This is an optimization exercise on Yosys and OpenROAD, whose aim is a short achievable clock period and few clock cycles, not a production implementation.
Only simulation tests tie the RTL to the original design; equivalence was not proved.
Power is estimated from default activity; no workload was simulated.

File: config.mk
export PLATFORM = sky130hd
export DESIGN_NAME = cpu_top
export DESIGN_NICKNAME = cpu_top
export VERILOG_FILES = /design/flow/design.v
export SDC_FILE = /design/flow/constraint.sdc
export NUM_CORES = 4
export LEC_CHECK = 0
export ABC_CLOCK_PERIOD_IN_PS = 1000
export CAP_MARGIN = 20
export CORE_MARGIN = 2
export CORE_UTILIZATION = 40
export SETUP_SLACK_MARGIN = 4
export SLEW_MARGIN = 20
export TNS_END_PERCENT = 5
File: constraint.sdc
create_clock -name core_clock -period 7.5 [get_ports {clk}]
set_input_delay 1.5000 -clock core_clock [delete_from_list [all_inputs] [get_ports {clk}]]
set_output_delay 1.5000 -clock core_clock [all_outputs]
set_load 0.01 [all_outputs]
File: design.v
package cpu_pkg;
	typedef logic [31:0] word_t;
	typedef logic [4:0]  reg_addr_t;
	typedef enum logic [5:0] {
		op_special = 6'h00,
		op_j       = 6'h02,
		op_beq     = 6'h04,
		op_bne     = 6'h05,
		op_addiu   = 6'h09,
		op_slti    = 6'h0a,
		op_sltiu   = 6'h0b,
		op_andi    = 6'h0c,
		op_ori     = 6'h0d,
		op_xori    = 6'h0e,
		op_lui     = 6'h0f,
		op_lb      = 6'h20,
		op_lh      = 6'h21,
		op_lw      = 6'h23,
		op_lbu     = 6'h24,
		op_lhu     = 6'h25,
		op_sb      = 6'h28,
		op_sh      = 6'h29,
		op_sw      = 6'h2b
	} opcode_t;
	typedef enum logic [5:0] {
		fn_addu = 6'h21,
		fn_subu = 6'h23,
		fn_and  = 6'h24,
		fn_or   = 6'h25,
		fn_xor  = 6'h26,
		fn_nor  = 6'h27,
		fn_slt  = 6'h2a,
		fn_sltu = 6'h2b
	} funct_t;
	typedef enum logic [2:0] {
		alu_and  = 3'b000,
		alu_or   = 3'b001,
		alu_add  = 3'b010,
		alu_sltu = 3'b011,
		alu_xor  = 3'b100,
		alu_nor  = 3'b101,
		alu_sub  = 3'b110,
		alu_slt  = 3'b111
	} alu_op_t;
	typedef enum logic [8:0] {
		s_init = 9'b000000001,
		s_if   = 9'b000000010,
		s_iw   = 9'b000000100,
		s_id   = 9'b000001000,
		s_ex   = 9'b000010000,
		s_st   = 9'b000100000,
		s_ld   = 9'b001000000,
		s_rdw  = 9'b010000000,
		s_wb   = 9'b100000000
	} cpu_state_t;
	typedef enum logic [1:0] {size_byte, size_half, size_word} mem_size_t;
	typedef enum logic [1:0] {wb_alu, wb_load, wb_upper} wb_sel_t;
	typedef enum logic [1:0] {a_pc, a_pc4, a_opnd} alu_a_sel_t;
	typedef enum logic [1:0] {b_four, b_offset, b_opnd} alu_b_sel_t;
	typedef enum logic [1:0] {pc_seq, pc_target, pc_jump} pc_sel_t;
	typedef struct packed {
		opcode_t    opcode;
		reg_addr_t  rs;
		reg_addr_t  rt;
		reg_addr_t  rd;
		logic [4:0] shamt;
		funct_t     funct;
	} r_fields_t;
	typedef struct packed {
		opcode_t     opcode;
		reg_addr_t   rs;
		reg_addr_t   rt;
		logic [15:0] imm16;
	} i_fields_t;
	typedef struct packed {
		opcode_t     opcode;
		logic [25:0] index;
	} j_fields_t;
	typedef union packed {
		r_fields_t r;
		i_fields_t i;
		j_fields_t j;
	} cpu_instr_t;
	localparam int IQ_N  = 8;
	localparam int IQ_AW = 3;
	localparam int IC_N  = 32;
	localparam int IC_AW = 5;
endpackage
`timescale 1ns/1ps
module alu (
	input  logic [31:0] a,
	input  logic [31:0] b,
	input  logic        op_sub,     
	input  logic        op_arith,   
	input  logic        op_slt,
	input  logic        op_sltu,
	input  logic        op_and,
	input  logic        op_or,
	input  logic        op_xor,
	input  logic        op_nor,
	input  logic        op_passb,   
	output logic [31:0] result,
	output logic [31:0] sum
);
	logic [31:0] logic_res;
	logic        lt;
	assign sum = a + (b ^ {32{op_sub}}) + {31'b0, op_sub};
	assign lt = (a[31] ^ b[31]) ? (op_slt ? a[31] : b[31]) : sum[31];
	always_comb begin
		logic_res = '0;
		if (op_and)   logic_res = logic_res | (a & b);
		if (op_or)    logic_res = logic_res | (a | b);
		if (op_xor)   logic_res = logic_res | (a ^ b);
		if (op_nor)   logic_res = logic_res | ~(a | b);
		if (op_passb) logic_res = logic_res | b;
	end
	always_comb begin
		if (op_arith)
			result = sum;
		else if (op_slt || op_sltu)
			result = {31'b0, lt};
		else
			result = logic_res;
	end
endmodule
`timescale 1ns/1ps
module reg_file (
	input  logic        clk,
	input  logic [4:0]  raddr1,
	input  logic [4:0]  raddr2,
	input  logic [4:0]  waddr,
	input  logic        wen,
	input  logic [31:0] wdata,
	output logic [31:0] rdata1,
	output logic [31:0] rdata2
);
	logic [31:0] regs [1:31];    
	always_ff @(posedge clk) begin
		if (wen && waddr != '0)
			regs[waddr] <= wdata;
	end
	assign rdata1 = (raddr1 == '0) ? '0 : regs[raddr1];
	assign rdata2 = (raddr2 == '0) ? '0 : regs[raddr2];
endmodule
`timescale 1ns/1ps
module mem_align (
	input  logic [1:0]  st_off,
	input  logic [1:0]  st_size,      
	input  logic [31:0] st_src,
	output logic [31:0] st_data,
	output logic [3:0]  st_strb,
	input  logic [1:0]  ld_off,
	input  logic [1:0]  ld_size,
	input  logic        ld_unsigned,
	input  logic [31:0] ld_word,
	output logic [31:0] ld_value
);
	logic [7:0]  ld_byte;
	logic [15:0] ld_half;
	always_comb begin
		case (st_size)
			2'd0: begin
				st_data = {4{st_src[7:0]}};
				st_strb = 4'b0001 << st_off;
			end
			2'd1: begin
				st_data = {2{st_src[15:0]}};
				st_strb = st_off[1] ? 4'b1100 : 4'b0011;
			end
			default: begin
				st_data = st_src;
				st_strb = 4'b1111;
			end
		endcase
	end
	assign ld_half = ld_off[1] ? ld_word[31:16] : ld_word[15:0];
	assign ld_byte = ld_off[0] ? ld_half[15:8] : ld_half[7:0];
	always_comb begin
		case (ld_size)
			2'd0:    ld_value = {{24{ld_byte[7] & ~ld_unsigned}}, ld_byte};
			2'd1:    ld_value = {{16{ld_half[15] & ~ld_unsigned}}, ld_half};
			default: ld_value = ld_word;
		endcase
	end
endmodule
`timescale 1ns/1ps
module exec_datapath (
	input  logic        clk,
	input  logic        rst,
	input  logic        d_valid,
	input  logic [31:0] d_ins,
	input  logic [31:0] d_pc,
	input  logic [31:0] d_pc4,
	input  logic        d_pt,
	output logic        d_adv,
	output logic        e_flush,
	output logic [31:0] e_target,
	output logic [31:0] address,
	output logic        mem_write,
	output logic [31:0] write_data,
	output logic [3:0]  write_strb,
	output logic        mem_read,
	input  logic        mem_req_ready,
	input  logic [31:0] read_data,
	input  logic        read_data_valid,
	output logic        read_data_ready,
	output logic        retire_wen,
	output logic [4:0]  retire_waddr,
	output logic [31:0] retire_wdata,
	output logic [31:0] retire_pc
);
	logic [5:0]  op, fn;
	logic [4:0]  rs, rt, rd, dst;
	logic        is_r, is_ialu, is_load, is_store, is_br, wr, use_rs, use_rt;
	logic        b_imm, zx;
	logic [31:0] imm_val;
	logic        c_sub, c_arith, c_slt, c_sltu, c_and, c_or, c_xor, c_nor, c_passb;
	logic [31:0] rf_rs, rf_rt, rs_val, rt_val;
	logic        haz, d_go, stall;
	logic [31:0] w_ld, w_value;
	logic        e_valid, e_fired, e_wr, e_load, e_store, e_br, e_bne, e_pt, e_luns;
	logic [4:0]  e_dst;
	logic [1:0]  e_size;
	logic [31:0] e_a, e_b, e_rt, e_pc, e_rdtgt;
	logic        e_fa_m, e_fa_w, e_fb_m, e_fb_w, e_fs_m, e_fs_w;
	logic        e_sub, e_arith, e_slt, e_sltu, e_and, e_or, e_xor, e_nor, e_passb;
	logic        e_rep, m_rep, w_rep;
	logic        rb_v, rb_store;
	logic [1:0]  rb_k;
	logic [31:0] o_addr;
	logic        m_valid, m_wr, m_load;
	logic [4:0]  m_dst;
	logic [1:0]  m_size, m_off;
	logic        m_luns;
	logic [31:0] m_res, m_pc;
	logic        o_rd, o_wr;
	logic [31:0] o_wdata;
	logic [3:0]  o_strb;
	logic        w_valid, w_wr, w_load, w_luns, w_got;
	logic [4:0]  w_dst;
	logic [1:0]  w_size, w_off;
	logic [31:0] w_res, w_pc, w_raw;
	logic        r_wen;
	logic [4:0]  r_waddr;
	logic [31:0] r_wdata, r_pc;
	assign op = d_ins[31:26];
	assign rs = d_ins[25:21];
	assign rt = d_ins[20:16];
	assign rd = d_ins[15:11];
	assign fn = d_ins[5:0];
	assign is_r     = (op == 6'h00) && (d_ins != '0);
	assign is_ialu  = (op[5:3] == 3'b001) && (op[2:0] != 3'b000);
	assign is_load  = (op == 6'h20) || (op == 6'h21) || (op == 6'h23) || (op == 6'h24) || (op == 6'h25);
	assign is_store = (op == 6'h28) || (op == 6'h29) || (op == 6'h2b);
	assign is_br    = (op[5:1] == 5'b00010);
	assign wr       = is_r || is_ialu || is_load;
	assign dst      = is_r ? rd : rt;
	assign use_rs   = is_r || (is_ialu && op != cpu_pkg::op_lui) || is_load || is_store || is_br;
	assign use_rt   = is_r || is_store || is_br;
	assign b_imm    = !is_r && !is_br;
	assign zx       = (op == 6'h0c) || (op == 6'h0d) || (op == 6'h0e);
	assign imm_val  = (op == cpu_pkg::op_lui) ? {d_ins[15:0], 16'b0} :
	                  zx ? {16'b0, d_ins[15:0]} : {{16{d_ins[15]}}, d_ins[15:0]};
	always_comb begin
		c_sub = 1'b0; c_arith = 1'b0; c_slt = 1'b0; c_sltu = 1'b0;
		c_and = 1'b0; c_or = 1'b0; c_xor = 1'b0; c_nor = 1'b0; c_passb = 1'b0;
		if (is_r) begin
			case (fn)
				6'h23: begin c_sub = 1'b1; c_arith = 1'b1; end
				6'h24: c_and = 1'b1;
				6'h25: c_or = 1'b1;
				6'h26: c_xor = 1'b1;
				6'h27: c_nor = 1'b1;
				6'h2a: begin c_sub = 1'b1; c_slt = 1'b1; end
				6'h2b: begin c_sub = 1'b1; c_sltu = 1'b1; end
				default: c_arith = 1'b1;
			endcase
		end else begin
			case (op)
				6'h0a: begin c_sub = 1'b1; c_slt = 1'b1; end
				6'h0b: begin c_sub = 1'b1; c_sltu = 1'b1; end
				6'h0c: c_and = 1'b1;
				6'h0d: c_or = 1'b1;
				6'h0e: c_xor = 1'b1;
				6'h0f: c_passb = 1'b1;
				default: c_arith = 1'b1;
			endcase
		end
	end
	reg_file u_rf (
		.clk(clk), .raddr1(rs), .raddr2(rt),
		.waddr(w_dst), .wen(w_valid && w_wr && !stall), .wdata(w_value),
		.rdata1(rf_rs), .rdata2(rf_rt)
	);
	logic [31:0] d_btgt;
	assign d_btgt = d_pc4 + {{14{d_ins[15]}}, d_ins[15:0], 2'b00};
	logic w_byp;
	assign w_byp  = w_valid && w_wr && !w_load;
	assign rs_val = (w_byp && w_dst == rs && rs != '0) ? w_res : rf_rs;
	assign rt_val = (w_byp && w_dst == rt && rt != '0) ? w_res : rf_rt;
	logic fa_m, fa_w, fs_m, fs_w;
	assign fa_m = e_valid && e_wr && !e_load && e_dst == rs && rs != '0;
	assign fa_w = !fa_m && m_valid && m_wr && !m_load && m_dst == rs && rs != '0;
	assign fs_m = e_valid && e_wr && !e_load && e_dst == rt && rt != '0;
	assign fs_w = !fs_m && m_valid && m_wr && !m_load && m_dst == rt && rt != '0;
	logic haz_rs, haz_rt;
	assign haz_rs = use_rs && rs != '0 &&
		((e_valid && e_load && e_dst == rs) || (m_valid && m_load && m_dst == rs) ||
		 (w_valid && w_load && w_dst == rs));
	assign haz_rt = use_rt && rt != '0 &&
		((e_valid && e_load && e_dst == rt) || (m_valid && m_load && m_dst == rt) ||
		 (w_valid && w_load && w_dst == rt));
	assign haz = haz_rs || haz_rt;
	logic m_acc, rb_free, w_data, hold_e, unrep_w, unrep_m, rep_w, rep_m, rep_e, rep_blk, rep_any;
	logic e_mem;
	assign m_acc   = (o_rd || o_wr) && mem_req_ready;
	assign rb_free = !rb_v || m_acc;
	assign w_data  = w_got || read_data_valid;
	assign stall   = w_valid && w_load && !w_data;
	assign e_mem   = e_valid && (e_load || e_store);
	assign hold_e  = stall || (e_mem && !rb_free);
	assign rep_blk = 1'b0;
	assign unrep_w = w_valid && w_wr && !w_rep;
	assign unrep_m = m_valid && m_wr && !m_rep;
	assign rep_w   = !rep_blk && unrep_w && (!w_load || w_data);
	assign rep_m   = !rep_blk && !unrep_w && unrep_m && !m_load;
	assign rep_e   = !rep_blk && !unrep_w && !unrep_m &&
	                 e_valid && e_wr && !e_load && !e_rep;
	assign rep_any = rep_w || rep_m || rep_e;
	assign d_adv = d_valid && !haz && !hold_e;
	assign d_go  = d_adv && !e_flush;
	logic [31:0] ea, eb, es, e_res, e_sum, st_data;
	logic [3:0]  st_strb;
	logic        e_eq, e_taken;
	assign ea = e_fa_m ? m_res : (e_fa_w ? w_res : e_a);
	assign eb = e_fb_m ? m_res : (e_fb_w ? w_res : e_b);
	assign es = e_fs_m ? m_res : (e_fs_w ? w_res : e_rt);
	alu u_alu (
		.a(ea), .b(eb), .op_sub(e_sub), .op_arith(e_arith), .op_slt(e_slt), .op_sltu(e_sltu),
		.op_and(e_and), .op_or(e_or), .op_xor(e_xor), .op_nor(e_nor), .op_passb(e_passb),
		.result(e_res), .sum(e_sum)
	);
	assign e_eq     = (ea == eb);
	assign e_taken  = e_eq ^ e_bne;
	assign e_flush  = e_valid && e_br && (e_taken != e_pt) && !e_fired;
	assign e_target = e_rdtgt;
	mem_align u_align (
		.st_off(e_sum[1:0]), .st_size(e_size), .st_src(es), .st_data(st_data), .st_strb(st_strb),
		.ld_off(w_off), .ld_size(w_size), .ld_unsigned(w_luns),
		.ld_word(w_got ? w_raw : read_data), .ld_value(w_ld)
	);
	assign w_value = w_load ? w_ld : w_res;
	always_ff @(posedge clk) begin
		if (rst) begin
			e_valid <= 1'b0;
			e_fired <= 1'b0;
			m_valid <= 1'b0;
			rb_v    <= 1'b0;
			o_rd    <= 1'b0;
			o_wr    <= 1'b0;
			w_valid <= 1'b0;
			w_got   <= 1'b0;
			r_wen   <= 1'b0;
		end else begin
			r_wen <= rep_any;
			if (e_mem && !hold_e) begin
				rb_v     <= 1'b1;
				rb_store <= e_store;
				o_rd     <= e_load;
				o_wr     <= e_store && !unrep_w && !unrep_m;
				rb_k     <= 2'(unrep_w && !rep_w) + 2'(unrep_m && !rep_m);
			end else if (m_acc) begin
				rb_v <= 1'b0;
				o_rd <= 1'b0;
				o_wr <= 1'b0;
			end else if (rb_v && rb_store) begin
				o_wr <= (rb_k == '0);
				rb_k <= rb_k - 2'(rep_any && rb_k != '0);
			end
			if (hold_e) begin
				if (e_flush)
					e_fired <= 1'b1;
				e_rep <= e_rep || rep_e;
			end else begin
				e_valid <= d_go;
				e_fired <= 1'b0;
				e_rep   <= 1'b0;
			end
			if (stall) begin
				if (w_valid && w_load && !w_got && read_data_valid)
					w_got <= 1'b1;
				m_rep <= m_rep || rep_m;
				w_rep <= w_rep || rep_w;
			end else begin
				m_valid <= e_valid && !hold_e;
				m_rep   <= e_rep || rep_e;
				w_valid <= m_valid;
				w_got   <= 1'b0;
				w_rep   <= m_rep || rep_m;
			end
		end
	end
	always_ff @(posedge clk) begin
		if (e_mem && !hold_e) begin
			o_addr  <= {e_sum[31:2], 2'b00};
			o_wdata <= st_data;
			o_strb  <= st_strb;
		end
		if (stall) begin
			if (!w_got)
				w_raw <= read_data;
		end
		if (hold_e) begin
			e_a    <= ea;
			e_b    <= eb;
			e_rt   <= es;
			e_fa_m <= 1'b0;
			e_fa_w <= 1'b0;
			e_fb_m <= 1'b0;
			e_fb_w <= 1'b0;
			e_fs_m <= 1'b0;
			e_fs_w <= 1'b0;
		end else begin
			e_wr    <= wr;
			e_load  <= is_load;
			e_store <= is_store;
			e_br    <= is_br;
			e_bne   <= op[0];
			e_pt    <= d_pt;
			e_luns  <= op[2];
			e_size  <= (op[1:0] == 2'b11) ? 2'd2 : {1'b0, op[0]};
			e_dst   <= dst;
			e_a     <= rs_val;
			e_b     <= b_imm ? imm_val : rt_val;
			e_rt    <= rt_val;
			e_pc    <= d_pc;
			e_rdtgt <= d_pt ? d_pc4 : d_btgt;
			e_fa_m  <= fa_m;
			e_fa_w  <= fa_w;
			e_fb_m  <= fs_m && !b_imm;
			e_fb_w  <= fs_w && !b_imm;
			e_fs_m  <= fs_m;
			e_fs_w  <= fs_w;
			e_sub   <= c_sub;
			e_arith <= c_arith;
			e_slt   <= c_slt;
			e_sltu  <= c_sltu;
			e_and   <= c_and;
			e_or    <= c_or;
			e_xor   <= c_xor;
			e_nor   <= c_nor;
			e_passb <= c_passb;
		end
		if (!stall) begin
			m_wr    <= e_wr;
			m_load  <= e_load;
			m_dst   <= e_dst;
			m_size  <= e_size;
			m_off   <= e_sum[1:0];
			m_luns  <= e_luns;
			m_res   <= e_res;
			m_pc    <= e_pc;
			w_wr    <= m_wr;
			w_load  <= m_load;
			w_dst   <= m_dst;
			w_size  <= m_size;
			w_off   <= m_off;
			w_luns  <= m_luns;
			w_res   <= m_res;
			w_pc    <= m_pc;
		end
	end
	always_ff @(posedge clk) begin
		if (rep_w) begin
			r_waddr <= w_dst;
			r_wdata <= w_value;
			r_pc    <= w_pc;
		end else if (rep_m) begin
			r_waddr <= m_dst;
			r_wdata <= m_res;
			r_pc    <= m_pc;
		end else begin
			r_waddr <= e_dst;
			r_wdata <= e_res;
			r_pc    <= e_pc;
		end
	end
	assign address         = o_addr;
	assign mem_read        = o_rd;
	assign mem_write       = o_wr;
	assign write_data      = o_wdata;
	assign write_strb      = o_strb;
	assign read_data_ready = 1'b1;
	assign retire_wen   = r_wen;
	assign retire_waddr = r_waddr;
	assign retire_wdata = r_wdata;
	assign retire_pc    = r_pc;
endmodule
`timescale 1ns/1ps
module cpu_control #(
	parameter logic [31:0] reset_pc = '0
) (
	input  logic        clk,
	input  logic        rst,
	output logic        inst_req_valid,
	input  logic        inst_req_ready,
	output logic [31:0] pc,
	input  logic [31:0] instruction,
	input  logic        inst_valid,
	output logic        inst_ready,
	output logic        d_valid,
	output logic [31:0] d_ins,
	output logic [31:0] d_pc,
	output logic [31:0] d_pc4,
	output logic        d_pt,
	input  logic        d_adv,      
	input  logic        e_flush,
	input  logic [31:0] e_target
);
	localparam int N   = cpu_pkg::IQ_N;
	localparam int AW  = cpu_pkg::IQ_AW;
	localparam int C   = cpu_pkg::IC_N;
	localparam int CW  = cpu_pkg::IC_AW;
	localparam int TW  = 30 - CW;
	logic [31:0] fpc;
	logic        ireq_v;
	logic [AW:0] alloc, head;
	logic [3:0]  dcnt;
	logic [31:0] q_ins  [N];
	logic [31:0] q_pc   [N];
	logic [31:0] q_pc4  [N];
	logic        q_pt   [N];
	logic [N-1:0] q_full;
	logic [AW:0] bq [N];
	logic        bq_drop [N];
	logic [AW:0] bq_head, bq_tail;
	logic [C-1:0] c_v;
	logic [TW-1:0] c_tag [C];
	logic [31:0] c_ins [C];
	logic [31:0] c_tgt [C];
	logic        c_pt  [C];
	logic        cw_en, cw_pt, cw_j;
	logic [AW:0] cw_slot;
	logic [31:0] cw_ins, cw_pc, cw_pc4, cw_tgt;
	logic        cw_rd;
	logic        d_pop;
	logic [AW-1:0] nh;
	logic [31:0] d_ins_q;
	logic        acc, drop, live, bq_pop, hit_raw, use_hit, bus_alloc, space;
	logic [AW:0] fslot, n_bq;
	logic [AW-1:0] fi, hi, ai;
	logic [CW-1:0] ci;
	logic [5:0]  f_op;
	logic        f_pt;
	logic [31:0] fpc4;
	assign inst_req_valid = ireq_v;
	assign pc             = fpc;
	assign inst_ready     = 1'b1;
	assign fpc4 = fpc + 32'd4;
	assign d_pop = d_adv & ~e_flush;
	assign hi    = head[AW-1:0];
	assign ai    = alloc[AW-1:0];
	assign space = ((alloc - head) != (AW+1)'(N));
	assign n_bq  = bq_tail - bq_head;
	assign ci        = fpc[CW+1:2];
	assign hit_raw   = c_v[ci] && (c_tag[ci] == fpc[31:CW+2]);
	assign use_hit   = hit_raw && space;
	assign acc       = ireq_v & inst_req_ready;
	assign bus_alloc = acc & ~hit_raw;
	assign drop      = inst_valid & ((dcnt != '0) | bq_drop[bq_head[AW-1:0]]);
	assign live      = inst_valid & (dcnt == '0) & ~bq_drop[bq_head[AW-1:0]];
	assign bq_pop    = inst_valid & (dcnt == '0);
	assign fslot     = bq[bq_head[AW-1:0]];
	assign fi        = fslot[AW-1:0];
	assign f_op = instruction[31:26];
	assign f_pt = (f_op == cpu_pkg::op_j) ||
	              ((f_op[5:1] == 5'b00010) && (f_op[0] ^ (instruction[25:21] == instruction[20:16])));
	assign cw_tgt = cw_j ? {cw_pc4[31:28], cw_ins[25:0], 2'b00} :
	                cw_pc4 + {{14{cw_ins[15]}}, cw_ins[15:0], 2'b00};
	assign cw_rd  = cw_en & cw_pt;
	always_ff @(posedge clk) begin
		if (rst) begin
			fpc     <= reset_pc;
			ireq_v  <= 1'b1;
			alloc   <= '0;
			head    <= '0;
			bq_head <= '0;
			bq_tail <= '0;
			dcnt    <= '0;
			cw_en   <= 1'b0;
		end else if (e_flush) begin
			fpc     <= e_target;
			ireq_v  <= 1'b1;
			alloc   <= '0;
			head    <= '0;
			bq_head <= '0;
			bq_tail <= '0;
			dcnt    <= dcnt + 4'(n_bq) + 4'(acc) - 4'(inst_valid);
			cw_en   <= 1'b0;
		end else begin
			ireq_v <= ((alloc - head) <= (AW+1)'(N - 2)) && ((dcnt + 4'(n_bq)) <= 4'd6);
			head   <= head + (AW+1)'(d_pop);
			if (cw_rd) begin
				fpc     <= cw_tgt;
				alloc   <= cw_slot + 1'b1;
				bq_head <= '0;
				bq_tail <= '0;
				dcnt    <= dcnt + 4'(n_bq) + 4'(acc) - 4'(inst_valid);
				cw_en   <= 1'b0;
			end else begin
				cw_en   <= live;
				bq_head <= bq_head + (AW+1)'(bq_pop);
				dcnt    <= dcnt - 4'(inst_valid & (dcnt != '0));
				if (acc) begin
					bq[bq_tail[AW-1:0]]      <= alloc;
					bq_drop[bq_tail[AW-1:0]] <= hit_raw;
					bq_tail <= bq_tail + 1'b1;
				end
				if (use_hit) begin
					fpc   <= c_pt[ci] ? c_tgt[ci] : fpc4;
					alloc <= alloc + 1'b1;
				end else if (bus_alloc) begin
					fpc   <= fpc4;
					alloc <= alloc + 1'b1;
				end
			end
		end
	end
	always_ff @(posedge clk) begin
		cw_slot <= fslot;
		cw_ins  <= instruction;
		cw_pt   <= f_pt;
		cw_j    <= (f_op == cpu_pkg::op_j);
		cw_pc   <= q_pc[fi];
		cw_pc4  <= q_pc4[fi];
	end
	always_ff @(posedge clk) begin
		if (live) begin
			q_ins[fi]  <= instruction;
			q_pt[fi]   <= f_pt;
			q_full[fi] <= 1'b1;
		end
		if (space) begin
			q_pc[ai]   <= fpc;
			q_pc4[ai]  <= fpc4;
			q_ins[ai]  <= c_ins[ci];
			q_pt[ai]   <= c_pt[ci];
			q_full[ai] <= use_hit;
		end
	end
	always_ff @(posedge clk) begin
		if (rst) begin
			c_v <= '0;
		end else if (cw_en) begin
			c_v[cw_pc[CW+1:2]] <= 1'b1;
		end
	end
	always_ff @(posedge clk) begin
		if (cw_en) begin
			c_tag[cw_pc[CW+1:2]] <= cw_pc[31:CW+2];
			c_ins[cw_pc[CW+1:2]] <= cw_ins;
			c_pt[cw_pc[CW+1:2]]  <= cw_pt;
			c_tgt[cw_pc[CW+1:2]] <= cw_tgt;
		end
	end
	assign nh = hi + AW'(d_adv);
	always_ff @(posedge clk) begin
		if (live && fi == nh)
			d_ins_q <= instruction;
		else if (space && ai == nh)
			d_ins_q <= c_ins[ci];
		else
			d_ins_q <= q_ins[nh];
	end
	assign d_valid = (head != alloc) && q_full[hi];
	assign d_ins   = d_ins_q;
	assign d_pc    = q_pc[hi];
	assign d_pc4   = q_pc4[hi];
	assign d_pt    = q_pt[hi];
endmodule
`timescale 1ns/1ps
module cpu_top #(
	parameter cpu_pkg::word_t reset_pc = '0
) (
	input  logic               clk,
	input  logic               rst,
	output logic               inst_req_valid,
	input  logic               inst_req_ready,
	output cpu_pkg::word_t     pc,
	input  cpu_pkg::word_t     instruction,
	input  logic               inst_valid,
	output logic               inst_ready,
	output cpu_pkg::word_t     address,
	output logic               mem_write,
	output cpu_pkg::word_t     write_data,
	output logic [3:0]         write_strb,
	output logic               mem_read,
	input  logic               mem_req_ready,
	input  cpu_pkg::word_t     read_data,
	input  logic               read_data_valid,
	output logic               read_data_ready,
	output logic               retire_wen,
	output cpu_pkg::reg_addr_t retire_waddr,
	output cpu_pkg::word_t     retire_wdata,
	output cpu_pkg::word_t     retire_pc
);
	logic        d_valid, d_pt, d_adv, e_flush;
	logic [31:0] d_ins, d_pc, d_pc4, e_target;
	cpu_control #(.reset_pc(reset_pc)) u_fetch (
		.clk(clk), .rst(rst),
		.inst_req_valid(inst_req_valid), .inst_req_ready(inst_req_ready), .pc(pc),
		.instruction(instruction), .inst_valid(inst_valid), .inst_ready(inst_ready),
		.d_valid(d_valid), .d_ins(d_ins), .d_pc(d_pc), .d_pc4(d_pc4),
		.d_pt(d_pt), .d_adv(d_adv), .e_flush(e_flush), .e_target(e_target)
	);
	exec_datapath u_pipe (
		.clk(clk), .rst(rst),
		.d_valid(d_valid), .d_ins(d_ins), .d_pc(d_pc), .d_pc4(d_pc4),
		.d_pt(d_pt), .d_adv(d_adv), .e_flush(e_flush), .e_target(e_target),
		.address(address), .mem_write(mem_write), .write_data(write_data),
		.write_strb(write_strb), .mem_read(mem_read), .mem_req_ready(mem_req_ready),
		.read_data(read_data), .read_data_valid(read_data_valid),
		.read_data_ready(read_data_ready), .retire_wen(retire_wen),
		.retire_waddr(retire_waddr), .retire_wdata(retire_wdata), .retire_pc(retire_pc)
	);
endmodule
File: run.sh
#!/bin/bash
# synth_recipe.tcl (not shown) runs the flow's synth.tcl, then flattens the netlist and writes it again
# the make line also repeats each setting of config.mk as NAME=value (left out here)
make -C /OpenROAD-flow-scripts/flow DESIGN_CONFIG=/design/flow/config.mk WORK_HOME=/design/flow/orfs CLKGATE_MAP_FILE= SYNTH_SCRIPT=/design/flow/synth_recipe.tcl finish
==> impl_results.md, run 1 <==
* Share of cells above drive strength 1 at 0.269
* Critical-path maximum fanout at 32
* Final setup margin at 3.11 ns
* CP peak stage delay at 0.79 ns
* Drt via density at 6.18
* MaxCap Viol Count at 0
* Area growth, synth to finish at 18.0%
* WP data arrival at 5.44 ns
* GRT Residual Overflow at 0
* DR WL/cell at 34.7 µm
* Detailed-route via count at 141k
* Residual DRC count at 0
* Worst skew pair latency at 1.15 ns
* Port Buffers at 240
* Critical path cell sequence: buf_16 > xor2_1 > nor3_1 > nand3_1 > buf_4 > or3_2 > buf_4 > nand3_1 > o211ai_1 > o21ai_0 > nand2_1 > o21ai_0
* Xor/xnor share of the synthesized area at 0.00875
* Worst slew margin at 0.121
* Fillers at 48.1k
* Die Span X at 766 µm
* Compound-Gate Fraction of Synth Area at 0.0449
* Total Routing Usage GR at 0.260
* Crit Path Class: flop to flop
* FF/Latch Area at 0.159 mm²
* First-pass GRT wire length at 1070000 µm
* Fin. max-slew vios at 0
* CTS tree: done
* DRT iter0 DRCs at 21.0k
* Min Tclk post-route at 4.39 ns
* Synthesized-area fraction occupied by adder cells at 0.0108
* I/O pin cnt at 245
* Area of the multi-input gates at 0.0731 mm²
* Die Area at 0.586 mm²
* Commonest non-fill, non-tap cell in the layout: edfxtp_1
* Number of synthesized register bits at 5424
* Pin count of the biggest net entering global routing at 162
* Rows at 279
* Outcome: complete, no violations
* Post-synth ARST share at 0
* F_max at 228 MHz
* # hold bufs at CTS at 0
* Mapped Cells at 13.8k
* CTS Buf Count at 560
* Critical Path Start Type: flop
* Slew @ Worst Pin at 1.28 ns
* Initial antenna violation count at 51
* Mux share of post-synthesis cell area at 0.178
* Slowest cell on the critical path: or3_2
* Clock Tree Buf Depth at 4
* Setup TNS at 0 ns
* Post-synth top area share at 0.649
* Initial cell density of the core at 0.402
* Tcrit/Tclk final at 0.585
* Setup Skew at 0.0683 ns
* Drt first pass iters at 7
* Seq/Total Area, Yosys at 0.684
* Most frequent cells in the layout: edfxtp_1 (5013), mux4_2 (1538), nand2_1 (1336), nor2_1 (681), clkbuf_16 (600)
* Clock-pin slew on the worst setup and hold paths at 0.07 ns
* Root buf cell: clkbuf_16
* Gpl congestion at 0.924
* Synth Area in Simple Gates at 0.0541
* HPWL reported at the end of detailed placement at 444000 µm
* Final Util at 0.474
* Post-route ant nets at 0
* Req. time, crit path at 8.55 ns
* Hold Crit Class: flop to flop
* Vias in the first global route at 133k
* DRT Wirelength at 791000 µm
* Crit end category: flop
* Post-synth EDFFs at 5013
* Leading cell types by total area after synthesis: edfxtp_1 (65%), mux4_2 (15%), dfxtp_1 (3.5%), nand2_1 (2.3%), mux2i_1 (2.2%)
* Mapped Area at 0.232 mm²
* Post-synth top flop: edfxtp_1
* Mapped Avg Cell Area at 16.8 µm²
* Yosys cell types at 89
* Htree depth at 6
* Largest family of logic cells by synthesized area: multiplexers
* Final net count at 14.8k
* Yosys warns at 5
* CORE AREA at 0.578 mm²
* Post-place setup slack at 1.30 ns
* Die H at 766 µm
* Pwr per Cell Area at 413 mW/mm²
* Pleak at 89.8 nW
* RSZ-0062 raised after global routing: true
* Final setup viols at 0
* Clock sink total at 5424
* Worst VDD drop at 0.340 mV
* Hold Violations, Final at 0
* Cell taking the most area after synthesis: edfxtp_1
## through the flow
| stage | hold WS, ns | area, µm² | cells | power (mW) |
|---|---|---|---|---|
| CTS | 0.423 | 271000 | 22624 | 110 |
| finish | 0.422 | 274000 | 22781 | 113 |
| floorplan | 0.400 | 233000 | 13786 | 63.5 |
| detailed placement | 0.405 | 246000 | 21308 | 78.4 |
| global route | 0.438 | 274000 | 22767 | 116 |
| global placement | 0.400 | 246000 | 21300 | 78.1 |
## kinds of logic (layout without fill, tap and decap cells)
| kind of cell | count (synthesis) | after routing |
|---|---|---|
| flops | 5424 | 5424 |
| simple gates | 2958 | 2961 |
| mux | 2184 | 2185 |
| compound gates | 1708 | 1708 |
| buf+inv | 1079 | 2315 |
| xor+xnor | 232 | 232 |
| fa+ha+maj | 196 | 196 |
| other cells | 2 | 33 |
## flip-flops by register name, summed over array words and instances, names as in the netlist, 240 cells and up, named ones only
name	cells
u_fetch.c_ins	1024
u_fetch.c_tgt	1024
u_pipe.u_rf.regs	992
u_fetch.c_tag	800
u_fetch.q_ins	256
u_fetch.q_pc	256
u_fetch.q_pc4	240
## critical path, delay by kind of cell (launching register included)
kind            cells  cell delay, ns
compound gates      3            1.14
xor+xnor            1            0.18
buf+inv             3            0.78
flops               1            0.39
simple gates        5            1.78
## power by group
group / total (mW) / switching, mW / internal, mW / leakage [nW]
Sequential: 42.8 / 2.80 / 40.0 / 49.3
Clock: 28.1 / 12.1 / 16.0 / 8.92
Combinational: 42.2 / 26.0 / 16.2 / 31.6
Total: 113 / 40.9 / 72.2 / 89.8
## final timing paths
check | depth (start not counted) | slack (ns) | end | startpoint
min reg2reg | 0 | 0.42 | u_pipe.w_off[1] | u_pipe.m_off[1]
min | 0 | 0.42 | u_pipe.w_off[1] | u_pipe.m_off[1]
max | 12 | 3.11 | u_pipe.e_b[1] | u_fetch.d_ins_q[20]
max reg2reg | 12 | 3.11 | u_pipe.e_b[1] | u_fetch.d_ins_q[20]
## cells in the mapped netlist (12+ instances only)
library cell	number
xnor2_1	148
a22oi_1	80
inv_1	166
dfxtp_1	411
buf_1	201
o22ai_1	59
xor2_1	84
buf_6	31
mux4_2	1538
nor4_1	25
a311oi_1	18
o21bai_1	14
buf_2	98
a221oi_1	58
buf_4	30
mux2i_1	513
and3_1	25
mux2_2	120
a31oi_1	97
o211ai_1	50
o21ai_1	14
a21o_1	61
nor2_1	770
nand3_1	431
nand4_1	34
a211oi_1	76
and2_1	16
edfxtp_1	5013
a22o_1	15
nand2_1	1393
o21a_1	59
or3_1	17
mux2_1	12
clkbuf_1	547
ha_1	188
a21oi_1	556
nand2b_1	47
o21ai_0	442
nor2b_1	59
nor3_1	80
o31ai_1	18
## routing by layer
layer  global-route usage  up-vias  part of all wire
met5                    0        -           0.00010
met4                0.127       12             0.060
met1                0.360    73975              0.38
li1                     -    56406                 -
met3               0.0526     1658              0.11
met2                0.395     8754              0.45
## final cells by class
class	instances	area share
clock buffers	746	0.0561
inverters	171	0.00253
multi-input cells	7287	0.267
clock inverters	281	0.0105
flip-flops and latches	5424	0.580
repair buffers	1117	0.0480
diodes	28	0.000256
well taps	7727	0.0353
## timing repair
| action | CTS | global route |
|---|---|---|
| gates cloned | 50 | 28 |
| buffers inserted | 239 | 100 |
| endpoints found under the setup margin | 4008 | 3777 |
| pin swaps | 140 | 128 |
| gates resized for setup | 592 | 327 |
Testbench counts, summed over its fixed seeds: cycles 5,854.
==> run 2: changes to the inputs <==
--- a/design.v
+++ b/design.v
@@ -128,4 +128,4 @@
 	input  logic        clk,
-	input  logic [4:0]  raddr1,
-	input  logic [4:0]  raddr2,
+	input  logic [31:0] rsel1,
+	input  logic [31:0] rsel2,
 	input  logic [4:0]  waddr,
@@ -141,4 +141,10 @@
 	end
-	assign rdata1 = (raddr1 == '0) ? '0 : regs[raddr1];
-	assign rdata2 = (raddr2 == '0) ? '0 : regs[raddr2];
+	always_comb begin
+		rdata1 = '0;
+		rdata2 = '0;
+		for (int i = 1; i < 32; i++) begin
+			rdata1 = rdata1 | (regs[i] & {32{rsel1[i]}});
+			rdata2 = rdata2 | (regs[i] & {32{rsel2[i]}});
+		end
+	end
 endmodule
@@ -193,2 +199,4 @@
 	input  logic [31:0] d_pc4,
+	input  logic [31:0] d_rs_oh,
+	input  logic [31:0] d_rt_oh,
 	input  logic        d_pt,
@@ -224,3 +232,2 @@
 	logic [31:0] e_a, e_b, e_rt, e_pc, e_rdtgt;
-	logic        e_fa_m, e_fa_w, e_fb_m, e_fb_w, e_fs_m, e_fs_w;
 	logic        e_sub, e_arith, e_slt, e_sltu, e_and, e_or, e_xor, e_nor, e_passb;
@@ -290,3 +297,3 @@
 	reg_file u_rf (
-		.clk(clk), .raddr1(rs), .raddr2(rt),
+		.clk(clk), .rsel1(d_rs_oh), .rsel2(d_rt_oh),
 		.waddr(w_dst), .wen(w_valid && w_wr && !stall), .wdata(w_value),
@@ -300,7 +307,15 @@
 	assign rt_val = (w_byp && w_dst == rt && rt != '0) ? w_res : rf_rt;
-	logic fa_m, fa_w, fs_m, fs_w;
-	assign fa_m = e_valid && e_wr && !e_load && e_dst == rs && rs != '0;
-	assign fa_w = !fa_m && m_valid && m_wr && !m_load && m_dst == rs && rs != '0;
-	assign fs_m = e_valid && e_wr && !e_load && e_dst == rt && rt != '0;
-	assign fs_w = !fs_m && m_valid && m_wr && !m_load && m_dst == rt && rt != '0;
+	logic fa_e, fa_m, fs_e, fs_m;
+	logic [31:0] rs_fwd, rt_fwd, a_next, rt_next, b_next;
+	assign fa_e = e_valid && e_wr && !e_load && e_dst == rs && rs != '0;
+	assign fa_m = m_valid && m_wr && !m_load && m_dst == rs && rs != '0;
+	assign fs_e = e_valid && e_wr && !e_load && e_dst == rt && rt != '0;
+	assign fs_m = m_valid && m_wr && !m_load && m_dst == rt && rt != '0;
+	assign rs_fwd  = fa_m ? m_res : rs_val;
+	assign rt_fwd  = fs_m ? m_res : rt_val;
+	logic [31:0] b_early;
+	assign b_early = b_imm ? imm_val : rt_fwd;
+	assign a_next  = fa_e ? e_res : rs_fwd;
+	assign rt_next = fs_e ? e_res : rt_fwd;
+	assign b_next  = (fs_e && !b_imm) ? e_res : b_early;
 	logic haz_rs, haz_rt;
@@ -334,5 +349,5 @@
 	logic        e_eq, e_taken;
-	assign ea = e_fa_m ? m_res : (e_fa_w ? w_res : e_a);
-	assign eb = e_fb_m ? m_res : (e_fb_w ? w_res : e_b);
-	assign es = e_fs_m ? m_res : (e_fs_w ? w_res : e_rt);
+	assign ea = e_a;
+	assign eb = e_b;
+	assign es = e_rt;
 	alu u_alu (
@@ -412,13 +427,3 @@
 		end
-		if (hold_e) begin
-			e_a    <= ea;
-			e_b    <= eb;
-			e_rt   <= es;
-			e_fa_m <= 1'b0;
-			e_fa_w <= 1'b0;
-			e_fb_m <= 1'b0;
-			e_fb_w <= 1'b0;
-			e_fs_m <= 1'b0;
-			e_fs_w <= 1'b0;
-		end else begin
+		if (!hold_e) begin
 			e_wr    <= wr;
@@ -432,13 +437,7 @@
 			e_dst   <= dst;
-			e_a     <= rs_val;
-			e_b     <= b_imm ? imm_val : rt_val;
-			e_rt    <= rt_val;
+			e_a     <= a_next;
+			e_b     <= b_next;
+			e_rt    <= rt_next;
 			e_pc    <= d_pc;
 			e_rdtgt <= d_pt ? d_pc4 : d_btgt;
-			e_fa_m  <= fa_m;
-			e_fa_w  <= fa_w;
-			e_fb_m  <= fs_m && !b_imm;
-			e_fb_w  <= fs_w && !b_imm;
-			e_fs_m  <= fs_m;
-			e_fs_w  <= fs_w;
 			e_sub   <= c_sub;
@@ -514,2 +513,4 @@
 	output logic [31:0] d_pc4,
+	output logic [31:0] d_rs_oh,    
+	output logic [31:0] d_rt_oh,
 	output logic        d_pt,
@@ -525,2 +526,3 @@
 	logic [31:0] fpc;
+	logic [31:0] pc_q;      
 	logic        ireq_v;
@@ -546,3 +548,2 @@
 	logic        d_pop;
-	logic [AW-1:0] nh;
 	logic [31:0] d_ins_q;
@@ -556,3 +557,3 @@
 	assign inst_req_valid = ireq_v;
-	assign pc             = fpc;
+	assign pc             = pc_q;
 	assign inst_ready     = 1'b1;
@@ -565,3 +566,7 @@
 	assign ci        = fpc[CW+1:2];
-	assign hit_raw   = c_v[ci] && (c_tag[ci] == fpc[31:CW+2]);
+	logic [C-1:0] c_match;
+	always_comb
+		for (int i = 0; i < C; i++)
+			c_match[i] = c_v[i] && (c_tag[i] == fpc[31:CW+2]);
+	assign hit_raw   = c_match[ci];
 	assign use_hit   = hit_raw && space;
@@ -582,4 +587,3 @@
 		if (rst) begin
-			fpc     <= reset_pc;
-			ireq_v  <= 1'b1;
+			ireq_v  <= 1'b0;
 			alloc   <= '0;
@@ -591,3 +595,2 @@
 		end else if (e_flush) begin
-			fpc     <= e_target;
 			ireq_v  <= 1'b1;
@@ -603,3 +606,2 @@
 			if (cw_rd) begin
-				fpc     <= cw_tgt;
 				alloc   <= cw_slot + 1'b1;
@@ -618,9 +620,4 @@
 				end
-				if (use_hit) begin
-					fpc   <= c_pt[ci] ? c_tgt[ci] : fpc4;
-					alloc <= alloc + 1'b1;
-				end else if (bus_alloc) begin
-					fpc   <= fpc4;
+				if (use_hit || bus_alloc)
 					alloc <= alloc + 1'b1;
-				end
 			end
@@ -628,3 +625,17 @@
 	end
+	logic [31:0] fpc_hit, fpc_miss;
+	assign fpc_hit  = c_pt[ci] ? c_tgt[ci] : fpc4;
+	assign fpc_miss = e_flush ? e_target : (cw_rd ? cw_tgt : (bus_alloc ? fpc4 : fpc));
+	logic [31:0] fpc_next;
+	assign fpc_next = (use_hit && !e_flush && !cw_rd) ? fpc_hit : fpc_miss;
+	always_ff @(posedge clk) begin
+		if (rst)
+			fpc <= reset_pc;
+		else
+			fpc <= fpc_next;
+		pc_q <= fpc_next;
+	end
+	logic [C-1:0] cw_line;
 	always_ff @(posedge clk) begin
+		cw_line <= C'(1) << q_pc[fi][CW+1:2];
 		cw_slot <= fslot;
@@ -654,3 +665,3 @@
 		end else if (cw_en) begin
-			c_v[cw_pc[CW+1:2]] <= 1'b1;
+			c_v <= c_v | cw_line;
 		end
@@ -658,17 +669,25 @@
 	always_ff @(posedge clk) begin
-		if (cw_en) begin
-			c_tag[cw_pc[CW+1:2]] <= cw_pc[31:CW+2];
-			c_ins[cw_pc[CW+1:2]] <= cw_ins;
-			c_pt[cw_pc[CW+1:2]]  <= cw_pt;
-			c_tgt[cw_pc[CW+1:2]] <= cw_tgt;
+		for (int i = 0; i < C; i++) begin
+			if (cw_en && cw_line[i]) begin
+				c_tag[i] <= cw_pc[31:CW+2];
+				c_ins[i] <= cw_ins;
+				c_pt[i]  <= cw_pt;
+				c_tgt[i] <= cw_tgt;
+			end
 		end
 	end
-	assign nh = hi + AW'(d_adv);
+	logic [AW-1:0] hi1;
+	logic [31:0] d_ins_stay, d_ins_next;
+	assign hi1 = hi + 1'b1;
+	assign d_ins_stay = (live && fi == hi) ? instruction : ((space && ai == hi) ? c_ins[ci] : q_ins[hi]);
+	assign d_ins_next = (live && fi == hi1) ? instruction : ((space && ai == hi1) ? c_ins[ci] : q_ins[hi1]);
+	logic [31:0] d_pc4_q, d_pc4_stay, d_pc4_next;
+	logic [31:0] d_rs_q, d_rt_q;
+	assign d_pc4_stay = (space && ai == hi) ? fpc4 : q_pc4[hi];
+	assign d_pc4_next = (space && ai == hi1) ? fpc4 : q_pc4[hi1];
 	always_ff @(posedge clk) begin
-		if (live && fi == nh)
-			d_ins_q <= instruction;
-		else if (space && ai == nh)
-			d_ins_q <= c_ins[ci];
-		else
-			d_ins_q <= q_ins[nh];
+		d_ins_q <= d_adv ? d_ins_next : d_ins_stay;
+		d_pc4_q <= d_adv ? d_pc4_next : d_pc4_stay;
+		d_rs_q  <= d_adv ? (32'd1 << d_ins_next[25:21]) : (32'd1 << d_ins_stay[25:21]);
+		d_rt_q  <= d_adv ? (32'd1 << d_ins_next[20:16]) : (32'd1 << d_ins_stay[20:16]);
 	end
@@ -677,3 +696,5 @@
 	assign d_pc    = q_pc[hi];
-	assign d_pc4   = q_pc4[hi];
+	assign d_pc4   = d_pc4_q;
+	assign d_rs_oh = d_rs_q;
+	assign d_rt_oh = d_rt_q;
 	assign d_pt    = q_pt[hi];
@@ -707,3 +728,3 @@
 	logic        d_valid, d_pt, d_adv, e_flush;
-	logic [31:0] d_ins, d_pc, d_pc4, e_target;
+	logic [31:0] d_ins, d_pc, d_pc4, e_target, d_rs_oh, d_rt_oh;
 	cpu_control #(.reset_pc(reset_pc)) u_fetch (
@@ -712,3 +733,3 @@
 		.instruction(instruction), .inst_valid(inst_valid), .inst_ready(inst_ready),
-		.d_valid(d_valid), .d_ins(d_ins), .d_pc(d_pc), .d_pc4(d_pc4),
+		.d_valid(d_valid), .d_ins(d_ins), .d_pc(d_pc), .d_pc4(d_pc4), .d_rs_oh(d_rs_oh), .d_rt_oh(d_rt_oh),
 		.d_pt(d_pt), .d_adv(d_adv), .e_flush(e_flush), .e_target(e_target)
@@ -717,3 +738,3 @@
 		.clk(clk), .rst(rst),
-		.d_valid(d_valid), .d_ins(d_ins), .d_pc(d_pc), .d_pc4(d_pc4),
+		.d_valid(d_valid), .d_ins(d_ins), .d_pc(d_pc), .d_pc4(d_pc4), .d_rs_oh(d_rs_oh), .d_rt_oh(d_rt_oh),
 		.d_pt(d_pt), .d_adv(d_adv), .e_flush(e_flush), .e_target(e_target),
==> flow/run.sh (new file) <==
#!/bin/bash
# The standard layout (the standard.sh: ORFS synthesis through final),
# with one change: buffer_ports makes the input and output port buffers of
# sky130_fd_sc_hd__buf_4 cells instead of the delay cells it picks by default.
# Every port still gets its own buffer. make's full output goes to
# standard.log in the folder this runs in.
set -euo pipefail
export BUFFER_PORTS_ARGS="-buffer_cell sky130_fd_sc_hd__buf_4"
bash standard.sh > standard.log 2>&1
==> standard.sh (new file) <==
#!/bin/bash
# synth_recipe.tcl (not shown) runs the flow's synth.tcl, then flattens the netlist and writes it again
# the make line also repeats each setting of config.mk as NAME=value (left out here)
make -C /OpenROAD-flow-scripts/flow DESIGN_CONFIG=/design/flow/config.mk WORK_HOME=/design/flow/orfs CLKGATE_MAP_FILE= SYNTH_SCRIPT=/design/flow/synth_recipe.tcl "${@:-finish}"
--- a/config.mk
+++ b/config.mk
@@ -7,3 +7,2 @@
 export LEC_CHECK = 0
-export ABC_CLOCK_PERIOD_IN_PS = 1000
 export CAP_MARGIN = 20
@@ -13,2 +12,2 @@
 export SLEW_MARGIN = 20
-export TNS_END_PERCENT = 5
+export TNS_END_PERCENT = 10
removed: run.sh
==> run 2 against run 1 <==
Net effect: maximum frequency up 5.0%; highest routed layer unchanged; critical path type unchanged; largest cell class unchanged; total power increased by 11%; clock power up 2%; count of clock-buffer cells in the layout is 7 lower; critical endpoint is now u_pipe.e_a[9].
==> impl_results.md, run 2 <==
* Setup TNS at 0 ns (unchanged)
* Xor/xnor share of the synthesized area at 0.0377 (+0.0290)
* Commonest non-fill, non-tap cell in the layout: edfxtp_1
* Commonest cells in the synthesized netlist: edfxtp_1 (5111), nand2_1 (1986), a22oi_1 (816)
* Hold_ws at 0.415 ns (-0.00638 ns)
* Outcome: complete, no violations
* Final setup margin at 3.32 ns (+0.209 ns)
* CORE AREA at 0.581 mm² (+0.60%)
* DR WL/cell at 37.9 µm (+9.2%)
* Number of synthesized register bits at 5568 (+2.7%)
* Worst VDD drop at 0.403 mV (+18%)
* Mapped Avg Cell Area at 14.4 µm² (-15%)
* Hold Crit Class: flop to flop
* Post-synth ARST share at 0 (unchanged)
* Top-count cell post-synth: edfxtp_1
* Min Tclk post-route at 4.18 ns (-0.209 ns)
* Post-synth EDFFs at 5111 (+2.0%)
* Share of cells above drive strength 1 at 0.213 (-0.0564)
* Hold Violations, Final at 0 (unchanged)
* Crit end category: flop
* F_max at 239 MHz (+5.0%)
* Synthesized-area fraction occupied by adder cells at 0.0108 (about the same)
* CTS Buf Count at 569 (+1.6%)
* Cell repeated most along the worst path: a211oi_1
* Req. time, crit path at 8.28 ns (-0.27 ns)
* Residual DRC count at 0 (unchanged)
* RSZ-0062 raised after global routing: true
* Critical Path Start Type: flop
* Mapped Cells at 16.2k (+18%)
* Vias in the first global route at 156k (+17%)
* Drt first pass iters at 15 (+8)
* Port Buffers at 240 (unchanged)
* Clock Tree Buf Depth at 4 (unchanged)
* Yosys cell types at 91 (+2.2%)
* Die Span X at 768 µm (+0.23%)
* Initial cell density of the core at 0.401 (-0.000572)
* Final net count at 17.5k (+18%)
* First-pass GRT wire length at 1300000 µm (+21%)
* Most frequent cells in the layout: edfxtp_1 (5111), nand2_1 (1951), buf_4 (1078), a22oi_1 (794), nand3_1 (594)
* Pwr per Cell Area at 448 mW/mm² (+8.6%)
* Largest family of logic cells by synthesized area: compound AO/OA/AOI/OAI gates
* Pleak at 94.2 nW (+4.9%)
* Critical-path maximum fanout at 21 (-34%)
* Fin. max-slew vios at 0 (unchanged)
* Area of the multi-input gates at 0.0715 mm² (-2.1%)
* Pin count of the biggest net entering global routing at 111 (-31%)
* DRT iter0 DRCs at 34.4k (+64%)
* Compound-Gate Fraction of Synth Area at 0.108 (+0.0633)
* Post-synth top flop: edfxtp_1
* Mux share of post-synthesis cell area at 0.0418 (-0.136)
* FF/Latch Area at 0.163 mm² (+2.6%)
* Yosys warns at 9 (+4)
* Die Area at 0.589 mm² (+0.45%)
* I/O pin cnt at 245 (unchanged)
* HPWL reported at the end of detailed placement at 520000 µm (+17%)
* GRT Residual Overflow at 0 (unchanged)
* Clock-pin slew on the worst setup and hold paths at 0.07 ns (about the same)
* Area growth, synth to finish at 19.9%
* Setup Skew at 0.136 ns (+0.0682 ns)
* Mapped Area at 0.233 mm² (+0.46%)
* Post-route ant nets at 0 (unchanged)
* Gpl congestion at 0.938 (+1.5%)
* Htree depth at 6 (unchanged)
* Clock sink total at 5568 (+2.7%)
* Worst skew pair latency at 1.17 ns (+0.02 ns)
* Root buf cell: clkbuf_16
* Post-place setup slack at 1.87 ns (+0.571 ns)
* Initial antenna violation count at 98 (+92%)
* Drt via density at 6.67 (+7.9%)
* Crit Path Class: flop to flop
* Rows at 280 (+0.36%)
* MaxCap Viol Count at 0 (unchanged)
* Fillers at 49.0k (+1.7%)
* Synth Area in Simple Gates at 0.0827 (+0.0286)
* Final setup viols at 0 (unchanged)
* Post-synth top area share at 0.658 (+0.00967)
* Slowest cell on the critical path: nor3_1
* Cell taking the most area after synthesis: edfxtp_1
* WP data arrival at 4.96 ns (-0.48 ns)
* Total Routing Usage GR at 0.314 (+0.0540)
* Slew @ Worst Pin at 1.38 ns (+0.103 ns)
* Detailed-route via count at 170k (+21%)
* Seq/Total Area, Yosys at 0.697 (+0.0135)
* CP peak stage delay at 1.01 ns (+0.22 ns)
* CTS tree: done
* DRT Wirelength at 967000 µm (+22%)
* Tcrit/Tclk final at 0.557 (-0.0278)
* Worst slew margin at 0.0735 (-0.0476)
* Die H at 768 µm (+0.23%)
* Critical path cell sequence: buf_4 > a22o_1 > a221oi_1 > nand4_1 > nor3_1 > a211oi_1 > a211oi_1 > a21oi_1
* Leading cell types by total area after synthesis: edfxtp_1 (66%), dfxtp_1 (3.9%), mux4_2 (3.2%), nand2_1 (3.2%), a22oi_1 (2.6%)
-- run 2: changes by cell type after synthesis, moves of 380 or more --
| cell | previous run | this run |
|---|---|---|
| a22o_1 | 15 | 481 |
| a22oi_1 | 80 | 816 |
| xnor2_1 | 148 | 622 |
| nand2_1 | 1393 | 1986 |
| mux4_2 | 1538 | 331 |
| a221oi_1 | 58 | 509 |
| mux2i_1 | 513 | 133 |
-- run 2: timing repair --
item / CTS / global route
hold buffers: 0 / 0
resized for setup: 966 / 351
pin swaps: 278 / 143
buffers inserted: 522 / 93
cloned: 57 / 4
endpoints found under the setup margin: 2772 / 2013
-- run 2: cell type report --
cell class                      count  share of cell area
Sequential cell                  5568               0.583
Multi-Input combinational cell   9384               0.256
Timing Repair Buffer             1497              0.0559
Clock buffer                      739              0.0550
Tap cell                         7755              0.0347
Clock inverter                    301              0.0116
Inverter                          207             0.00333
Antenna cell                       40            0.000358
Timing Repair inverter              3           0.0000895
-- run 2: metrics by stage --
step / cells / cell area [µm²] / utilization / total power [mW]
global route: 25457 / 280000 / 0.481 / 127
CTS: 25355 / 277000 / 0.476 / 120
floorplan: 16211 / 234000 / - / 64.7
detailed placement: 23736 / 247000 / 0.426 / 87.0
finish: 25494 / 280000 / 0.481 / 125
global placement: 23730 / 247000 / 0.425 / 86.7
-- run 2: report_power, final --
part | leakage, nW | total (mW) | switching [mW] | internal [mW]
clock network | 9.06 | 28.8 | 12.7 | 16.2
registers | 50.9 | 45.7 | 4.18 | 41.6
logic | 34.3 | 50.8 | 34.6 | 16.1
total | 94.2 | 125 | 51.5 | 73.9
-- run 2: cell families after synthesis --
logic type / count (synthesis)
other: 2
and+or+nand+nor: 4249
adders and majority gates: 197
buffers and inverters: 1275
AOI/OAI and AO/OA: 3364
DFF: 5568
muxes: 548
xor gates and xnor gates: 1005
-- run 2: per-layer routing --
metal / wire length (µm) / global-route usage / vias to the layer above
met2: 406000 / 0.458 / 15871
met1: 337000 / 0.412 / 84846
met4: 70500 / 0.179 / 56
li1: - / - / 65822
met5: 385 / 0 / -
met3: 152000 / 0.103 / 3420
-- run 2: worst paths after layout --
check,start,to,slack [ns],cells after the start
setup / recovery,u_fetch.d_rs_q[16],u_pipe.e_a[9],3.32,8
hold reg to reg,u_fetch.d_pc4_q[0],u_pipe.e_rdtgt[0],0.42,0
setup reg to reg,u_fetch.d_rs_q[16],u_pipe.e_a[9],3.32,8
hold / removal,u_fetch.d_pc4_q[0],u_pipe.e_rdtgt[0],0.42,0
-- run 2: critical path: cells and delay by family (launching register included) --
kind / cells / cell delay, ns
flops: 1 / 0.55
compound gates: 5 / 1.63
simple gates: 2 / 1.16
buf+inv: 1 / 0.44
Testbench counts of run 2, summed over its fixed seeds: cycles 5,862.
==> run 3: changes to the inputs <==
--- a/design.v
+++ b/design.v
@@ -249,3 +249,3 @@
 	logic [31:0] w_res, w_pc, w_raw;
-	logic        r_wen;
+	logic        r_wen, r_from_m;
 	logic [4:0]  r_waddr;
@@ -341,3 +341,3 @@
 	assign rep_m   = !rep_blk && !unrep_w && unrep_m && !m_load;
-	assign rep_e   = !rep_blk && !unrep_w && !unrep_m &&
+	assign rep_e   = !rep_blk && !unrep_w && !unrep_m && !hold_e &&
 	                 e_valid && e_wr && !e_load && !e_rep;
@@ -482,5 +482,5 @@
 			r_waddr <= e_dst;
-			r_wdata <= e_res;
 			r_pc    <= e_pc;
 		end
+		r_from_m <= !rep_w && !rep_m;
 	end
@@ -494,3 +494,3 @@
 	assign retire_waddr = r_waddr;
-	assign retire_wdata = r_wdata;
+	assign retire_wdata = r_from_m ? m_res : r_wdata;
 	assign retire_pc    = r_pc;
@@ -537,2 +537,3 @@
 	logic        bq_drop [N];
+	logic [31:0] bq_pc4 [N];
 	logic [AW:0] bq_head, bq_tail;
@@ -543,6 +544,6 @@
 	logic        c_pt  [C];
-	logic        cw_en, cw_pt, cw_j;
-	logic [AW:0] cw_slot;
-	logic [31:0] cw_ins, cw_pc, cw_pc4, cw_tgt;
-	logic        cw_rd;
+	logic        cw_en, cw_pt;
+	logic [31:0] cw_ins, cw_pc, cw_tgt;
+	logic        fill_rd;
+	logic [31:0] f_pc4, f_tgt, f_pc4_q;
 	logic        d_pop;
@@ -582,5 +583,6 @@
 	              ((f_op[5:1] == 5'b00010) && (f_op[0] ^ (instruction[25:21] == instruction[20:16])));
-	assign cw_tgt = cw_j ? {cw_pc4[31:28], cw_ins[25:0], 2'b00} :
-	                cw_pc4 + {{14{cw_ins[15]}}, cw_ins[15:0], 2'b00};
-	assign cw_rd  = cw_en & cw_pt;
+	assign f_pc4   = f_pc4_q;
+	assign f_tgt   = (f_op == cpu_pkg::op_j) ? {f_pc4[31:28], instruction[25:0], 2'b00} :
+	                 f_pc4 + {{14{instruction[15]}}, instruction[15:0], 2'b00};
+	assign fill_rd = live & f_pt & ~e_flush;
 	always_ff @(posedge clk) begin
@@ -603,19 +605,15 @@
 		end else begin
-			ireq_v <= ((alloc - head) <= (AW+1)'(N - 2)) && ((dcnt + 4'(n_bq)) <= 4'd6);
+			ireq_v <= ((alloc - head) <= (AW+1)'(N - 2)) && ((dcnt + 4'(n_bq)) <= 4'd6) && !use_hit;
 			head   <= head + (AW+1)'(d_pop);
-			if (cw_rd) begin
-				alloc   <= cw_slot + 1'b1;
+			cw_en  <= live;
+			if (fill_rd) begin
+				alloc   <= fslot + 1'b1;
 				bq_head <= '0;
 				bq_tail <= '0;
-				dcnt    <= dcnt + 4'(n_bq) + 4'(acc) - 4'(inst_valid);
-				cw_en   <= 1'b0;
+				dcnt    <= 4'(n_bq) - 4'd1 + 4'(acc);
 			end else begin
-				cw_en   <= live;
 				bq_head <= bq_head + (AW+1)'(bq_pop);
 				dcnt    <= dcnt - 4'(inst_valid & (dcnt != '0));
-				if (acc) begin
-					bq[bq_tail[AW-1:0]]      <= alloc;
-					bq_drop[bq_tail[AW-1:0]] <= hit_raw;
+				if (acc)
 					bq_tail <= bq_tail + 1'b1;
-				end
 				if (use_hit || bus_alloc)
@@ -627,5 +625,5 @@
 	assign fpc_hit  = c_pt[ci] ? c_tgt[ci] : fpc4;
-	assign fpc_miss = e_flush ? e_target : (cw_rd ? cw_tgt : (bus_alloc ? fpc4 : fpc));
+	assign fpc_miss = e_flush ? e_target : (fill_rd ? f_tgt : (bus_alloc ? fpc4 : fpc));
 	logic [31:0] fpc_next;
-	assign fpc_next = (use_hit && !e_flush && !cw_rd) ? fpc_hit : fpc_miss;
+	assign fpc_next = (use_hit && !e_flush && !fill_rd) ? fpc_hit : fpc_miss;
 	always_ff @(posedge clk) begin
@@ -637,2 +635,15 @@
 	end
+	always_ff @(posedge clk) begin
+		bq[bq_tail[AW-1:0]]      <= alloc;
+		bq_drop[bq_tail[AW-1:0]] <= hit_raw;
+		bq_pc4[bq_tail[AW-1:0]]  <= fpc4;
+	end
+	logic [AW:0] bq_head1;
+	assign bq_head1 = bq_head + 1'b1;
+	always_ff @(posedge clk) begin
+		if (bq_head == bq_tail || (bq_pop && bq_head1 == bq_tail))
+			f_pc4_q <= fpc4;
+		else if (bq_pop)
+			f_pc4_q <= bq_pc4[bq_head1[AW-1:0]];
+	end
 	logic [C-1:0] cw_line;
@@ -640,8 +651,6 @@
 		cw_line <= C'(1) << q_pc[fi][CW+1:2];
-		cw_slot <= fslot;
 		cw_ins  <= instruction;
 		cw_pt   <= f_pt;
-		cw_j    <= (f_op == cpu_pkg::op_j);
+		cw_tgt  <= f_tgt;
 		cw_pc   <= q_pc[fi];
-		cw_pc4  <= q_pc4[fi];
 	end
==> run 3 against run 2 <==
Net effect: routed wire length increased by 3.7%; worst setup slack improved by 0.055 ns; sequential power increased by 3%; utilization increased by 0.24 points; final cell count increased by 1.2%; maximum frequency increased by 1.3%; count of clock-buffer cells in the layout increased by 78; register-to-register slack improved by 0.05 ns.
==> impl_results.md, run 3 <==
* Pin count of the biggest net entering global routing at 122 (+9.9%)
* RSZ-0062 raised after global routing: true
* Vias in the first global route at 158k (+1.2%)
* WL met3 at 161000 µm (+6.0%)
* Worst skew pair latency at 1.21 ns (+0.04 ns)
* HPWL reported at the end of detailed placement at 512000 µm (-1.6%)
* F_max at 243 MHz (+1.3%)
* Setup Skew at 0.176 ns (+0.0398 ns)
* Cell taking the most area after synthesis: edfxtp_1
* First-pass GRT wire length at 1330000 µm (+2.7%)
* Top-count cell post-synth: edfxtp_1
* Area growth, synth to finish at 20.6%
* Pleak at 98.8 nW (+4.8%)
* Fin. max-slew vios at 0 (unchanged)
* I/O pin cnt at 245 (unchanged)
* Worst VDD drop at 0.503 mV (+25%)
* Clock-pin slew on the worst setup and hold paths at 0.06 ns (about the same)
* Most frequent cells in the layout: edfxtp_1 (5431), nand2_1 (1401), buf_4 (1101), a22oi_1 (675), clkbuf_16 (631)
* Min Tclk post-route at 4.12 ns (-0.0546 ns)
* CTS Buf Count at 603 (+6.0%)
* GRT Residual Overflow at 0 (unchanged)
* Drt via density at 6.72 (+0.70%)
* Residual DRC count at 0 (unchanged)
* Metal2 WL at 418000 µm (+3.0%)
* Die H at 783 µm (+2.1%)
* Highest routed layer: met5
* Pwr per Cell Area at 442 mW/mm² (-1.4%)
* Initial cell density of the core at 0.401 (about the same)
* Detailed-route via count at 173k (+1.9%)
* Outcome: complete, no violations
* Hold Crit Class: flop to flop
* DR WL/cell at 38.8 µm (+2.4%)
* Port Buffers at 240 (unchanged)
* Hold Violations, Final at 0 (unchanged)
* Req. time, crit path at 8.27 ns (about the same)
* Seq/Total Area, Yosys at 0.706 (+0.00859)
* Yosys cell types at 98 (+7.7%)
* Non-Filler Instances at 25.8k (+1.2%)
* Critical-path maximum fanout at 32 (+52%)
* CORE AREA at 0.606 mm² (+4.2%)
* DRT iter0 DRCs at 32.5k (-5.7%)
* Final net count at 17.5k (-0.22%)
* Final Util at 0.484 (+0.00243)
* CTS tree: done
* Crit Path Class: flop to flop
* Final setup viols at 0 (unchanged)
* Mapped Area at 0.243 mm² (+4.2%)
* Clock Tree Buf Depth at 4 (unchanged)
* Root buf cell: clkbuf_16
* Commonest cells in the synthesized netlist: edfxtp_1 (5431), nand2_1 (1418), clkbuf_1 (726)
* Rows at 286 (+2.1%)
* Number of synthesized register bits at 5852 (+5.1%)
* Share of cells above drive strength 1 at 0.237 (+0.0242)
* Yosys warns at 9 (unchanged)
* Post-synth top area share at 0.671 (+0.0131)
* Tcrit/Tclk final at 0.550 (-0.00728)
* Clock sink total at 5852 (+5.1%)
* Gpl congestion at 0.922 (-1.7%)
* Initial antenna violation count at 92 (-6.1%)
* Mapped Cells at 16.0k (-1.3%)
* Total Routing Usage GR at 0.311 (-0.00298)
* Placed cell count at 23.8k (+0.13%)
* M1 WL at 352000 µm (+4.4%)
* Commonest non-fill, non-tap cell in the layout: edfxtp_1
* Mapped Avg Cell Area at 15.2 µm² (+5.5%)
* Critical Path Start Type: flop
* Post-synth EDFFs at 5431 (+6.3%)
* Post-synth ARST share at 0 (unchanged)
* Die Area at 0.614 mm² (+4.2%)
* Drt first pass iters at 14 (-1)
* Slew @ Worst Pin at 1.26 ns (-0.121 ns)
* MaxCap Viol Count at 0 (unchanged)
* Crit end category: flop
* DRT Wirelength at 1000000 µm (+3.7%)
* Post-synth top flop: edfxtp_1
* WP data arrival at 4.89 ns (-0.07 ns)
* Htree depth at 6 (unchanged)
* Die Span X at 783 µm (+2.1%)
* Worst slew margin at 0.157 (+0.0839)
* Post-route ant nets at 0 (unchanged)
* Leading cell types by total area after synthesis: edfxtp_1 (67%), mux4_2 (3.7%), dfxtp_1 (3.5%), nand2_1 (2.2%), a22oi_1 (2.2%)
[run 3: final timing paths]
check | from | endpoint | slack (ns) | cells past startpoint
setup / recovery | u_fetch.d_rs_q[10] | u_pipe.e_a[21] | 3.38 | 8
hold / removal | u_fetch.d_pc4_q[0] | u_pipe.e_rdtgt[0] | 0.41 | 0
setup reg to reg | u_fetch.d_rs_q[10] | u_pipe.e_a[21] | 3.38 | 8
hold reg to reg | u_fetch.d_pc4_q[0] | u_pipe.e_rdtgt[0] | 0.41 | 0
[run 3: cell families after synthesis]
family / count (synthesis) / share of synthesized area
other: 2 / 0.0000309
and+or+nand+nor: 3591 / 0.0695
DFF: 5852 / 0.706
buffers and inverters: 1261 / 0.0208
muxes: 741 / 0.0523
adders and majority gates: 201 / 0.0106
xor gates and xnor gates: 996 / 0.0359
AOI/OAI and AO/OA: 3361 / 0.105
[run 3: metal layers]
metal  track usage  vias to the layer above
met5       0.00157                        -
met4         0.173                       62
met3         0.112                     3450
met2         0.446                    15884
met1         0.411                    87561
li1              -                    66308
[run 3: stage by stage]
stage,hold slack (ns),worst slack [ns],area [µm²],setup TNS (ns),total power [mW]
global route,0.425,3.47,293000,0,132
detailed placement,0.403,1.37,257000,0,85.6
floorplan,0.386,-0.945,243000,-56.93,67.4
CTS,0.417,3.61,289000,0,124
global placement,0.393,1.32,257000,0,85.4
finish,0.411,3.38,293000,0,129
[run 3: worst max-delay path: stages, from the launching register on]
cell and delay (ns):
dfxtp_4 0.33, buf_4 0.42, a22o_1 0.36, a221oi_1 0.24, nand4_1 0.18, nor3_1 1.03
a211oi_1 0.32, a211oi_1 0.76, a21oi_1 0.07
[run 3: timing repair]
action                      CTS  global route
hold buffers                  0             0
resized for setup          1016           481
gates cloned                 93            11
setup endpoints to repair  2426          1710
setup buffers               565           207
pin swaps                   329           215
[run 3: cell type report]
cell class	instances	area (µm²)
Timing Repair Buffer	1623	18200
Multi-Input combinational cell	8914	72800
Sequential cell	5852	172000
Antenna cell	51	128
Timing Repair inverter	6	55.1
Inverter	188	838
Tap cell	8064	10100
Clock buffer	817	16500
Fill cell	50463	313000
Clock inverter	286	2360
[run 3: where the power goes]
group / switching, mW / total (mW) / internal (mW)
sequential: 3.79 / 47.0 / 43.2
clock: 13.1 / 29.5 / 16.4
combinational: 33.8 / 52.9 / 19.2
Testbench counts of run 3, summed over its fixed seeds: cycles 5,713.

re-timing with driven ports:
Ports are ideal in the flow. The routed layouts listed here were re-timed in OpenROAD. Step 1 assumes that a clkbuf_16 drives the clock port and a buf_2 every other input. Step 2 times the ports against the registers' clock, not the clock port: input delays grow and output delays shrink by t, the midpoint of the rising clock arrivals with the driver on. Slacks: no drivers / after step 1 / after step 2; pairs: no drivers / after step 1.
| run | shift t [ns] | setup WS [ns] |
|---|---|---|
| run 1 | 1.212 | 3.114 / 3.114 / 2.239 |
| run 2 | 1.228 | 3.322 / 3.322 / 2.661 |
| run 3 | 1.242 | 3.377 / 3.377 / 2.374 |
After both steps setup and hold are still met in every run listed.
